This is an optimization exercise on Yosys and OpenROAD, whose aim is a short achievable clock period and few clock cycles, not a production implementation. In this exercise RTL edits were held to simulation tests only and were not proved equivalent to the original. Power figures rest on the tool's default switching activity, not on a simulated workload.

==> design/flow/design.v <==
package blob_mem_pkg;
	typedef logic [32-1:0] mem_word_t;
	typedef logic [18-1:0] mem_addr_t;
	typedef logic [7:0] color_code_t;     
	typedef logic [15:0] metric_t;        
	typedef logic [7:0] height_t;
	typedef logic [7:0] coord_t;
	typedef logic [15:0] centroid_sum_t;
	typedef struct packed {
		logic rd_en;
		mem_addr_t addr;
	} mem_rd_t;
	typedef struct packed {
		logic [32-9:0] spare;
		color_code_t code;
	} color_word_t;
	typedef struct packed {
		logic [32-25:0] spare;
		height_t height;
		metric_t size;
	} size_word_t;
	typedef struct packed {
		coord_t x;
		coord_t y;
		centroid_sum_t sum;
	} centroid_word_t;
endpackage
package tracking_pkg;
	typedef logic [16-1:0] blob_count_t;
	typedef logic [2:0] color_idx_t;     
	typedef logic [7:0] min_size_t;
	typedef enum logic {
		mode_biggest,     
		mode_highest      
	} metric_mode_t;
	typedef struct packed {
		blob_count_t blob_count;
		min_size_t min_size;
		metric_mode_t mode;
	} track_req_t;
	typedef struct packed {
		logic found;
		logic [7:0] x;
		logic [7:0] y;
		logic [15:0] sum;
		logic [15:0] metric;
	} slot_t;
	typedef logic [6*49-1:0] track_result_t;
	typedef enum logic [2:0] {
		st_idle,
		st_clear,
		st_read_color,
		st_read_metric,
		st_read_centroid,
		st_report
	} ctrl_state_t;
endpackage
`timescale 1ns/1ps
module tracking_ctrl (
	input  logic        crystal_clk_div_by_two,
	input  logic        rst,
	input  logic        start_valid,
	input  tracking_pkg::track_req_t  start_req,
	output logic        start_ready,
	input  logic        result_ready,
	output logic        result_valid,
	output blob_mem_pkg::mem_rd_t     mem_rd,
	input  blob_mem_pkg::mem_word_t   mem_rdata,
	output logic        clear,
	output logic        color_strobe,
	output logic        metric_strobe,
	output tracking_pkg::blob_count_t rec_index,
	output tracking_pkg::color_idx_t  query_color,
	input  tracking_pkg::blob_count_t best_index,
	input  logic        best_found,
	output logic        capture,
	output tracking_pkg::color_idx_t  slot,
	output tracking_pkg::track_req_t  req
);
	tracking_pkg::ctrl_state_t state;
	logic wait_data;             
	tracking_pkg::color_idx_t ext_color;       
	blob_mem_pkg::color_word_t color_word;
	blob_mem_pkg::mem_addr_t rec_addr;
	blob_mem_pkg::mem_addr_t cent_addr;
	logic rec_done;
	logic last_rec;
	logic color_done;
	logic last_color;
	assign color_word = blob_mem_pkg::color_word_t'(mem_rdata);
	assign rec_addr = blob_mem_pkg::mem_addr_t'(200000 + 3 * rec_index);
	assign cent_addr = blob_mem_pkg::mem_addr_t'(200000 + 3 * best_index + 2);
	assign start_ready = (state == tracking_pkg::st_idle);
	assign clear = (state == tracking_pkg::st_clear);
	assign color_strobe = (state == tracking_pkg::st_read_color) && wait_data;
	assign metric_strobe = (state == tracking_pkg::st_read_metric) && wait_data;
	assign capture = (state == tracking_pkg::st_read_centroid) && wait_data && best_found;
	assign result_valid = (state == tracking_pkg::st_report);
	assign query_color = ext_color;
	assign slot = ext_color;
	assign rec_done = (color_strobe && (color_word.code == '0)) || metric_strobe;
	assign last_rec = (rec_index == req.blob_count - 1'b1);
	assign color_done = (state == tracking_pkg::st_read_centroid) && wait_data;
	assign last_color = (ext_color == tracking_pkg::color_idx_t'(6 - 1));
	always_comb begin
		mem_rd = '0;
		case (state)
			tracking_pkg::st_read_color: begin
				mem_rd.rd_en = !wait_data;
				mem_rd.addr = rec_addr;
			end
			tracking_pkg::st_read_metric: begin
				mem_rd.rd_en = !wait_data;
				mem_rd.addr = rec_addr + blob_mem_pkg::mem_addr_t'(1);
			end
			tracking_pkg::st_read_centroid: begin
				mem_rd.rd_en = !wait_data && best_found;     
				mem_rd.addr = cent_addr;
			end
			default: begin
				mem_rd = '0;
			end
		endcase
	end
	always_ff @(posedge crystal_clk_div_by_two) begin
		if (rst) begin
			state <= tracking_pkg::st_idle;
			wait_data <= 1'b0;
		end else begin
			case (state)
				tracking_pkg::st_idle: begin
					if (start_valid) begin
						state <= tracking_pkg::st_clear;
					end
				end
				tracking_pkg::st_clear: begin
					wait_data <= 1'b0;
					state <= (req.blob_count == '0) ? tracking_pkg::st_read_centroid : tracking_pkg::st_read_color;
				end
				tracking_pkg::st_read_color, tracking_pkg::st_read_metric: begin
					wait_data <= !wait_data;     
					if (rec_done) begin
						state <= last_rec ? tracking_pkg::st_read_centroid : tracking_pkg::st_read_color;
					end else if (color_strobe) begin
						state <= tracking_pkg::st_read_metric;
					end
				end
				tracking_pkg::st_read_centroid: begin
					wait_data <= !wait_data;     
					if (color_done && last_color) begin
						state <= tracking_pkg::st_report;
					end
				end
				tracking_pkg::st_report: begin
					if (result_ready) begin
						state <= tracking_pkg::st_idle;
					end
				end
				default: begin
					state <= tracking_pkg::st_idle;
				end
			endcase
		end
	end
	always_ff @(posedge crystal_clk_div_by_two) begin
		if (start_ready && start_valid) begin
			req <= start_req;
		end
		if (clear) begin
			rec_index <= '0;
		end else if (rec_done) begin
			rec_index <= rec_index + 1'b1;
		end
		if (clear) begin
			ext_color <= '0;
		end else if (color_done) begin
			ext_color <= ext_color + 1'b1;
		end
	end
endmodule
`timescale 1ns/1ps
module blob_ranker (
	input  logic        crystal_clk_div_by_two,
	input  logic        clear,
	input  logic        color_strobe,
	input  logic        metric_strobe,
	input  blob_mem_pkg::mem_word_t   mem_rdata,
	input  tracking_pkg::blob_count_t rec_index,
	input  tracking_pkg::track_req_t  req,
	input  tracking_pkg::color_idx_t  query_color,
	output tracking_pkg::blob_count_t best_index,
	output logic        best_found,
	output blob_mem_pkg::metric_t     best_metric
);
	blob_mem_pkg::color_word_t color_word;
	blob_mem_pkg::size_word_t size_word;
	tracking_pkg::color_idx_t cur_color;      
	logic cur_known;
	blob_mem_pkg::metric_t metric;
	logic qualifies;
	logic beats;
	blob_mem_pkg::metric_t best_metric_tab [6];
	tracking_pkg::blob_count_t best_index_tab [6];
	logic [6-1:0] found_tab;
	assign color_word = blob_mem_pkg::color_word_t'(mem_rdata);
	assign size_word = blob_mem_pkg::size_word_t'(mem_rdata);
	always_ff @(posedge crystal_clk_div_by_two) begin
		if (color_strobe) begin
			cur_color <= tracking_pkg::color_idx_t'(color_word.code - 1'b1);
			cur_known <= (color_word.code != '0) && (color_word.code <= 6);
		end
	end
	always_comb begin
		if (req.mode == tracking_pkg::mode_biggest) begin
			metric = size_word.size;
		end else if (size_word.height > 120) begin
			metric = '0;     
		end else begin
			metric = blob_mem_pkg::metric_t'(size_word.height);
		end
	end
	assign qualifies = cur_known && (metric > blob_mem_pkg::metric_t'(req.min_size));
	assign beats = !found_tab[cur_color] || (metric > best_metric_tab[cur_color]);
	always_ff @(posedge crystal_clk_div_by_two) begin
		if (clear) begin
			found_tab <= '0;
		end else if (metric_strobe && qualifies && beats) begin
			found_tab[cur_color] <= 1'b1;
			best_metric_tab[cur_color] <= metric;
			best_index_tab[cur_color] <= rec_index;
		end
	end
	assign best_index = best_index_tab[query_color];
	assign best_found = found_tab[query_color];
	assign best_metric = best_metric_tab[query_color];
endmodule
`timescale 1ns/1ps
module centroid_collector (
	input  logic          crystal_clk_div_by_two,
	input  logic          clear,
	input  logic          capture,
	input  tracking_pkg::color_idx_t    slot,
	input  blob_mem_pkg::mem_word_t     mem_rdata,
	input  blob_mem_pkg::metric_t       best_metric,
	input  logic          best_found,
	output tracking_pkg::track_result_t result
);
	blob_mem_pkg::centroid_word_t cent;
	tracking_pkg::slot_t entry;
	assign cent = blob_mem_pkg::centroid_word_t'(mem_rdata);
	always_comb begin
		entry.found = best_found;
		entry.x = cent.x;
		entry.y = cent.y;
		entry.sum = cent.sum;
		entry.metric = best_metric;     
	end
	always_ff @(posedge crystal_clk_div_by_two) begin
		if (clear) begin
			result <= '0;     
		end else if (capture) begin
			result[49*slot +: 49] <= entry;
		end
	end
endmodule
`timescale 1ns/1ps
module tracking_top (
	input  logic          crystal_clk_div_by_two,
	input  logic          rst,
	input  logic          start_valid,
	input  logic [15:0]   start_count,
	input  logic [7:0]    start_min_size,
	input  logic          start_mode,
	output logic          start_ready,
	output logic          mem_rd_en,
	output logic [17:0]   mem_rd_addr,
	input  logic [31:0]   mem_rdata,
	output logic          result_valid,
	output logic [293:0]  result,
	input  logic          result_ready
);
	tracking_pkg::track_req_t start_req;
	blob_mem_pkg::mem_rd_t mem_rd;
	tracking_pkg::track_result_t result_s;
	assign start_req.blob_count = start_count;
	assign start_req.min_size = start_min_size;
	assign start_req.mode = tracking_pkg::metric_mode_t'(start_mode);
	assign mem_rd_en = mem_rd.rd_en;
	assign mem_rd_addr = mem_rd.addr;
	assign result = result_s;
	logic clear;
	logic color_strobe;
	logic metric_strobe;
	logic capture;
	logic best_found;
	tracking_pkg::blob_count_t rec_index;
	tracking_pkg::blob_count_t best_index;
	tracking_pkg::color_idx_t query_color;
	tracking_pkg::color_idx_t slot;
	blob_mem_pkg::metric_t best_metric;
	tracking_pkg::track_req_t req;     
	tracking_ctrl u_ctrl (
		.crystal_clk_div_by_two(crystal_clk_div_by_two),
		.rst(rst),
		.start_valid(start_valid),
		.start_req(start_req),
		.start_ready(start_ready),
		.result_ready(result_ready),
		.result_valid(result_valid),
		.mem_rd(mem_rd),
		.mem_rdata(mem_rdata),
		.clear(clear),
		.color_strobe(color_strobe),
		.metric_strobe(metric_strobe),
		.rec_index(rec_index),
		.query_color(query_color),
		.best_index(best_index),
		.best_found(best_found),
		.capture(capture),
		.slot(slot),
		.req(req)
	);
	blob_ranker u_ranker (
		.crystal_clk_div_by_two(crystal_clk_div_by_two),
		.clear(clear),
		.color_strobe(color_strobe),
		.metric_strobe(metric_strobe),
		.mem_rdata(mem_rdata),
		.rec_index(rec_index),
		.req(req),
		.query_color(query_color),
		.best_index(best_index),
		.best_found(best_found),
		.best_metric(best_metric)
	);
	centroid_collector u_collector (
		.crystal_clk_div_by_two(crystal_clk_div_by_two),
		.clear(clear),
		.capture(capture),
		.slot(slot),
		.mem_rdata(mem_rdata),
		.best_metric(best_metric),
		.best_found(best_found),
		.result(result_s)
	);
endmodule
==> design/flow/run.sh <==
#!/bin/bash
# synth_recipe.tcl (not shown) runs the flow's synth.tcl, then flattens the netlist and writes it again
# the make line also repeats each setting of config.mk as NAME=value (left out here)
make -C /OpenROAD-flow-scripts/flow DESIGN_CONFIG=/design/flow/config.mk WORK_HOME=/design/flow/orfs CLKGATE_MAP_FILE= SYNTH_SCRIPT=/design/flow/synth_recipe.tcl finish
==> design/flow/config.mk <==
export PLATFORM = sky130hd
export DESIGN_NAME = tracking_top
export DESIGN_NICKNAME = tracking_top
export VERILOG_FILES = /design/flow/design.v
export SDC_FILE = /design/flow/constraint.sdc
export NUM_CORES = 4
export LEC_CHECK = 0
export CAP_MARGIN = 20
export CORE_MARGIN = 2
export CORE_UTILIZATION = 40
export SLEW_MARGIN = 20
==> design/flow/constraint.sdc <==
create_clock -name core_clock -period 8.0 [get_ports {crystal_clk_div_by_two}]
set_input_delay 1.6000 -clock core_clock [delete_from_list [all_inputs] [get_ports {crystal_clk_div_by_two}]]
set_output_delay 1.6000 -clock core_clock [all_outputs]
set_load 0.01 [all_outputs]
==> summary.txt <==
## report_power, final
part	leakage, nW	total [mW]	internal [mW]	switching, mW
Clock	0.941	2.72	1.59	1.13
Combinational	5.32	0.758	0.219	0.539
Sequential	4.81	3.02	2.97	0.0503
Total	11.1	6.50	4.78	1.72
## cell families (layout without fill, tap and decap cells)
family | after synthesis | count (layout)
flops | 550 | 550
buf+inv | 235 | 582
compound gates | 502 | 502
other cells | 0 | 3
simple gates | 746 | 746
xor+xnor | 79 | 79
mux | 108 | 108
fa+ha+maj | 102 | 102
## cell usage after synthesis, drive strengths merged, types with 8 or more instances
cell | n | area [µm²]
edfxtp | 221 | 6640
a22oi | 146 | 1100
nor2b | 22 | 138
a21o | 27 | 203
buf | 25 | 124
nand2 | 351 | 1320
nor4 | 11 | 83.8
nor3 | 20 | 100
nand2b | 14 | 87.6
nand3 | 22 | 110
nor2 | 249 | 937
nor3b | 8 | 60.1
xor2 | 23 | 201
and3 | 8 | 50.1
mux4 | 49 | 1100
xnor2 | 56 | 490
a211oi | 10 | 75.1
o21ai | 40 | 200
ha | 100 | 1250
dfxtp | 329 | 6590
a21oi | 212 | 1060
inv | 72 | 270
mux2i | 57 | 571
o22ai | 17 | 106
clkbuf | 138 | 528
## area by class of cell
type / instances / area (µm²) / share of cell area (%)
sequential: 550 / 13200 / 43.4
multi-input combinational: 1537 / 10100 / 33.1
timing repair buffer: 407 / 4010 / 13.1
clock buffer: 74 / 1590 / 5.20
tap: 782 / 978 / 3.21
clock inverter: 29 / 318 / 1.04
inverter: 72 / 270 / 0.886
antenna: 3 / 7.51 / 0.0246
## worst min-delay path, cell delays in order, from the launching register on
cell and delay (ns):
dfxtp_1 0.31, nand2_1 0.05, a21oi_1 0.05
## sequential cells by signal, indices dropped and copies added (netlist names), named ones only
register,count
u_ranker.found_tab,6
u_collector.result,294
u_ranker.cur_color,3
u_ctrl.req,25
u_ctrl.rec_index,16
u_ctrl.state,3
u_ranker.best_index_tab,96
u_ctrl.ext_color,3
u_ranker.cur_known,1
u_ranker.best_metric_tab,96
u_ctrl.wait_data,1
## layout by cell type, fill, tap and decap left out, drive strengths merged, types with 32 or more instances in the layout
cell,synthesis,routed
nand2,351,351
clkbuf,138,74
nor2,249,249
o21ai,40,40
clkdlybuf4s50,0,375
inv,72,74
mux4,49,49
buf,25,32
dfxtp,329,329
ha,100,100
edfxtp,221,221
a21oi,212,212
xnor2,56,56
mux2i,57,57
a22oi,146,146
## worst min-delay path by stage
stage,endpoint,startpoint,slack (ns)
after floorplan,u_ranker.found_tab[5]$_SDFFE_PN0P_,u_ranker.found_tab[5]$_SDFFE_PN0P_,0.44
after global placement,u_collector.result[6]$_SDFFE_PN0P_,u_collector.result[6]$_SDFFE_PN0P_,0.44
final,u_collector.result[229]$_SDFFE_PN0P_,u_collector.result[229]$_SDFFE_PN0P_,0.45
after detailed placement,u_collector.result[18]$_SDFFE_PN0P_,u_collector.result[18]$_SDFFE_PN0P_,0.45
after global routing,u_collector.result[230]$_SDFFE_PN0P_,u_collector.result[230]$_SDFFE_PN0P_,0.47
after CTS,u_collector.result[115]$_SDFFE_PN0P_,u_collector.result[115]$_SDFFE_PN0P_,0.45
## per-layer routing
layer  vias to the layer above  routed length, µm  track usage (%)
met5                         -                 61                0
met4                        10               3480             10.3
met3                       152               5910             5.66
met2                       669              37100             40.0
met1                      9354              32500             32.1
li1                       8809                  -                -
==> flow_metrics.env <==
export IMPL_core_area_um2=60000
export IMPL_syn_area_um2=24200
export IMPL_avgSynthCellArea_um2=10.4
export IMPL_synth_async_reset_ratio_pct=0
export IMPL_cts_sinks=550
export IMPL_tightestPinTransition_ns=1.06
export IMPL_final_cells=3454
export IMPL_io_pins=376
export IMPL_synth_seq_area_share_pct=54.7
export IMPL_grt_overflow=0
export IMPL_num_fill_cells=5318
export IMPL_grt_setup_unrepaired="false"
export IMPL_cts_buffers=56
export IMPL_post_route_period_util_pct=87.4
export IMPL_routed_wl_um=79100
export IMPL_synth_edf_count=221
export IMPL_dr_first_iter_drc_count=1515
export IMPL_ys_ff_latch=550
export IMPL_die_w_um=250
export IMPL_synth_cell_type_count=71
export IMPL_cts_root_buf="clkbuf_16"
export IMPL_critical_path_depth=18
export IMPL_status="no timing/DRC/antenna violations"
export IMPL_h_tree_depth=2
export IMPL_drc=0
export IMPL_cts_path_max_buffers=3
export IMPL_hp_class="reg -> reg"
export IMPL_place_ws_ns=1.58
export IMPL_start_kind="register"
export IMPL_gp_congestion=0.873
export IMPL_setup_viol=0
export IMPL_r2r_end="u_ranker.best_index_tab[0][9]$_DFFE_PP_"
export IMPL_post_dp_hpwl_um=54000
export IMPL_synth_cells=2322
export IMPL_rr_worst_depth=11
export IMPL_fin_ws_ns=1.01
export IMPL_worstSetupEndpointType="output pin"
export IMPL_hold_viol=0
export IMPL_yosysWarnings=3
export IMPL_antenna_found_initial=7
export IMPL_cp_max_fo=32
export IMPL_arrival_ns=5.39
export IMPL_cts_tree="built"
export IMPL_p_total_mw=6.50
export IMPL_drive_gt1_share_pct=7.87
export IMPL_tns_ns=0
export IMPL_syn_num_nets=2485
export IMPL_grt_pass1_vias=18654
export IMPL_cts_resized=0
export IMPL_std_cell_rows=90
export IMPL_grt_pass1_wl_um=118000
export IMPL_detailed_place_area_um2=28600
export IMPL_critical_path_max_stage_delay_ns=0.73
export IMPL_port_buffers=375
export IMPL_utilization_pct=50.8
export IMPL_hold_path_depth=2
export IMPL_critical_path_class="reg -> out"
export IMPL_routed_via_count=18994
export IMPL_holdBufCountCts=0
export IMPL_die_area_um2=62500
export IMPL_clock_skew_ns=0.0220
export IMPL_crit_family="compound AO/OA/AOI/OAI gates"
export IMPL_slew_headroom_pct=28.9
export IMPL_synth_top_family_by_area="simple AND/OR/NAND/NOR gates"
export IMPL_post_cts_buffers=0
export IMPL_peakVddDrop_uv=259
export IMPL_cts_clk_slew_worst_paths_ns=0.06
export IMPL_start_util_pct=40.3
export IMPL_fmax_mhz=143
export IMPL_ys_flop_type="dfxtp_1"
export IMPL_final_antenna_net_count=0
export IMPL_p_per_area_nw_per_um2=213
export IMPL_yosys_area_share_adder_pct=5.34
export IMPL_slew_violations=0
export IMPL_dp_cells=3348
export IMPL_path_cells="mux4_2, nor2_1, a21o_1, inv_1, ha_1, ha_1, inv_1, fa_1, nor2b_1, o21ai_0, a21boi_0, o21ai_0, a311oi_1, a21o_1, a21oi_1, xnor2_1, o22ai_1, clkdlybuf4s50_1"
export IMPL_synth_xor_area_share_pct=2.86
export IMPL_critPathSlowestCell="dfxtp_4"
export IMPL_grt_util_all_layers_pct=24.8
export IMPL_yosys_area_share_simple_pct=13.2
export IMPL_synth_compound_area_share_pct=13.1
export IMPL_nNetsFinal=2787
export IMPL_insertion_delay_ns=0.63
export IMPL_r2r_slack_ns=2.73
export IMPL_synthToLayoutAreaGrowth_pct=26.1
export IMPL_p_leak_nw=11.1
export IMPL_drv_cap=0
export IMPL_via_per_inst=5.50
export IMPL_post_drt_wl_per_cell_um=22.9
export IMPL_grt_max_degree=209
export IMPL_fin_area_um2=30500
export IMPL_finalCriticalPeriod_ns=6.99
export IMPL_cp_num_buf_inv=3
export IMPL_crit_end="mem_rd_addr[16]"
export IMPL_worstPathRequired_ns=6.40
export IMPL_dr_pass1_iters=6
export IMPL_hold_slack_ns=0.453
export IMPL_muxShareOfSynthArea_pct=7.01
export IMPL_die_h_um=250
Testbench counts, summed over its fixed seeds: cycles 51,760.

## port drivers added, routing unchanged
The results above use ideal ports. As a check the final layout listed here was re-extracted and re-timed, cells and wires unchanged. Step 1: set_driving_cell puts a clkbuf_16 on crystal_clk_div_by_two and a buf_2 on each other input, an assumption about the parent block. Step 2 adds t to the input delays and takes it off the output delays; t is the mean of the earliest and latest rising clock arrival at the registers after step 1. Input paths then give back, and output paths get back, about the clock's delay inside the block. Three values: ideal, step 1, step 2; two values: the first two.
t (ns): 0.678
setup slack, ns: 1.007 / 0.945 / 1.515
worst hold slack (ns): 0.453 / 0.453 / 0.453
worst setup path at the end: input to register
worst data-port slew with drivers (ns): 0.10
After both steps setup and hold are still met in this run. The setup slack of this run moves by -0.062 ns with the drivers and by +0.508 ns with both steps.
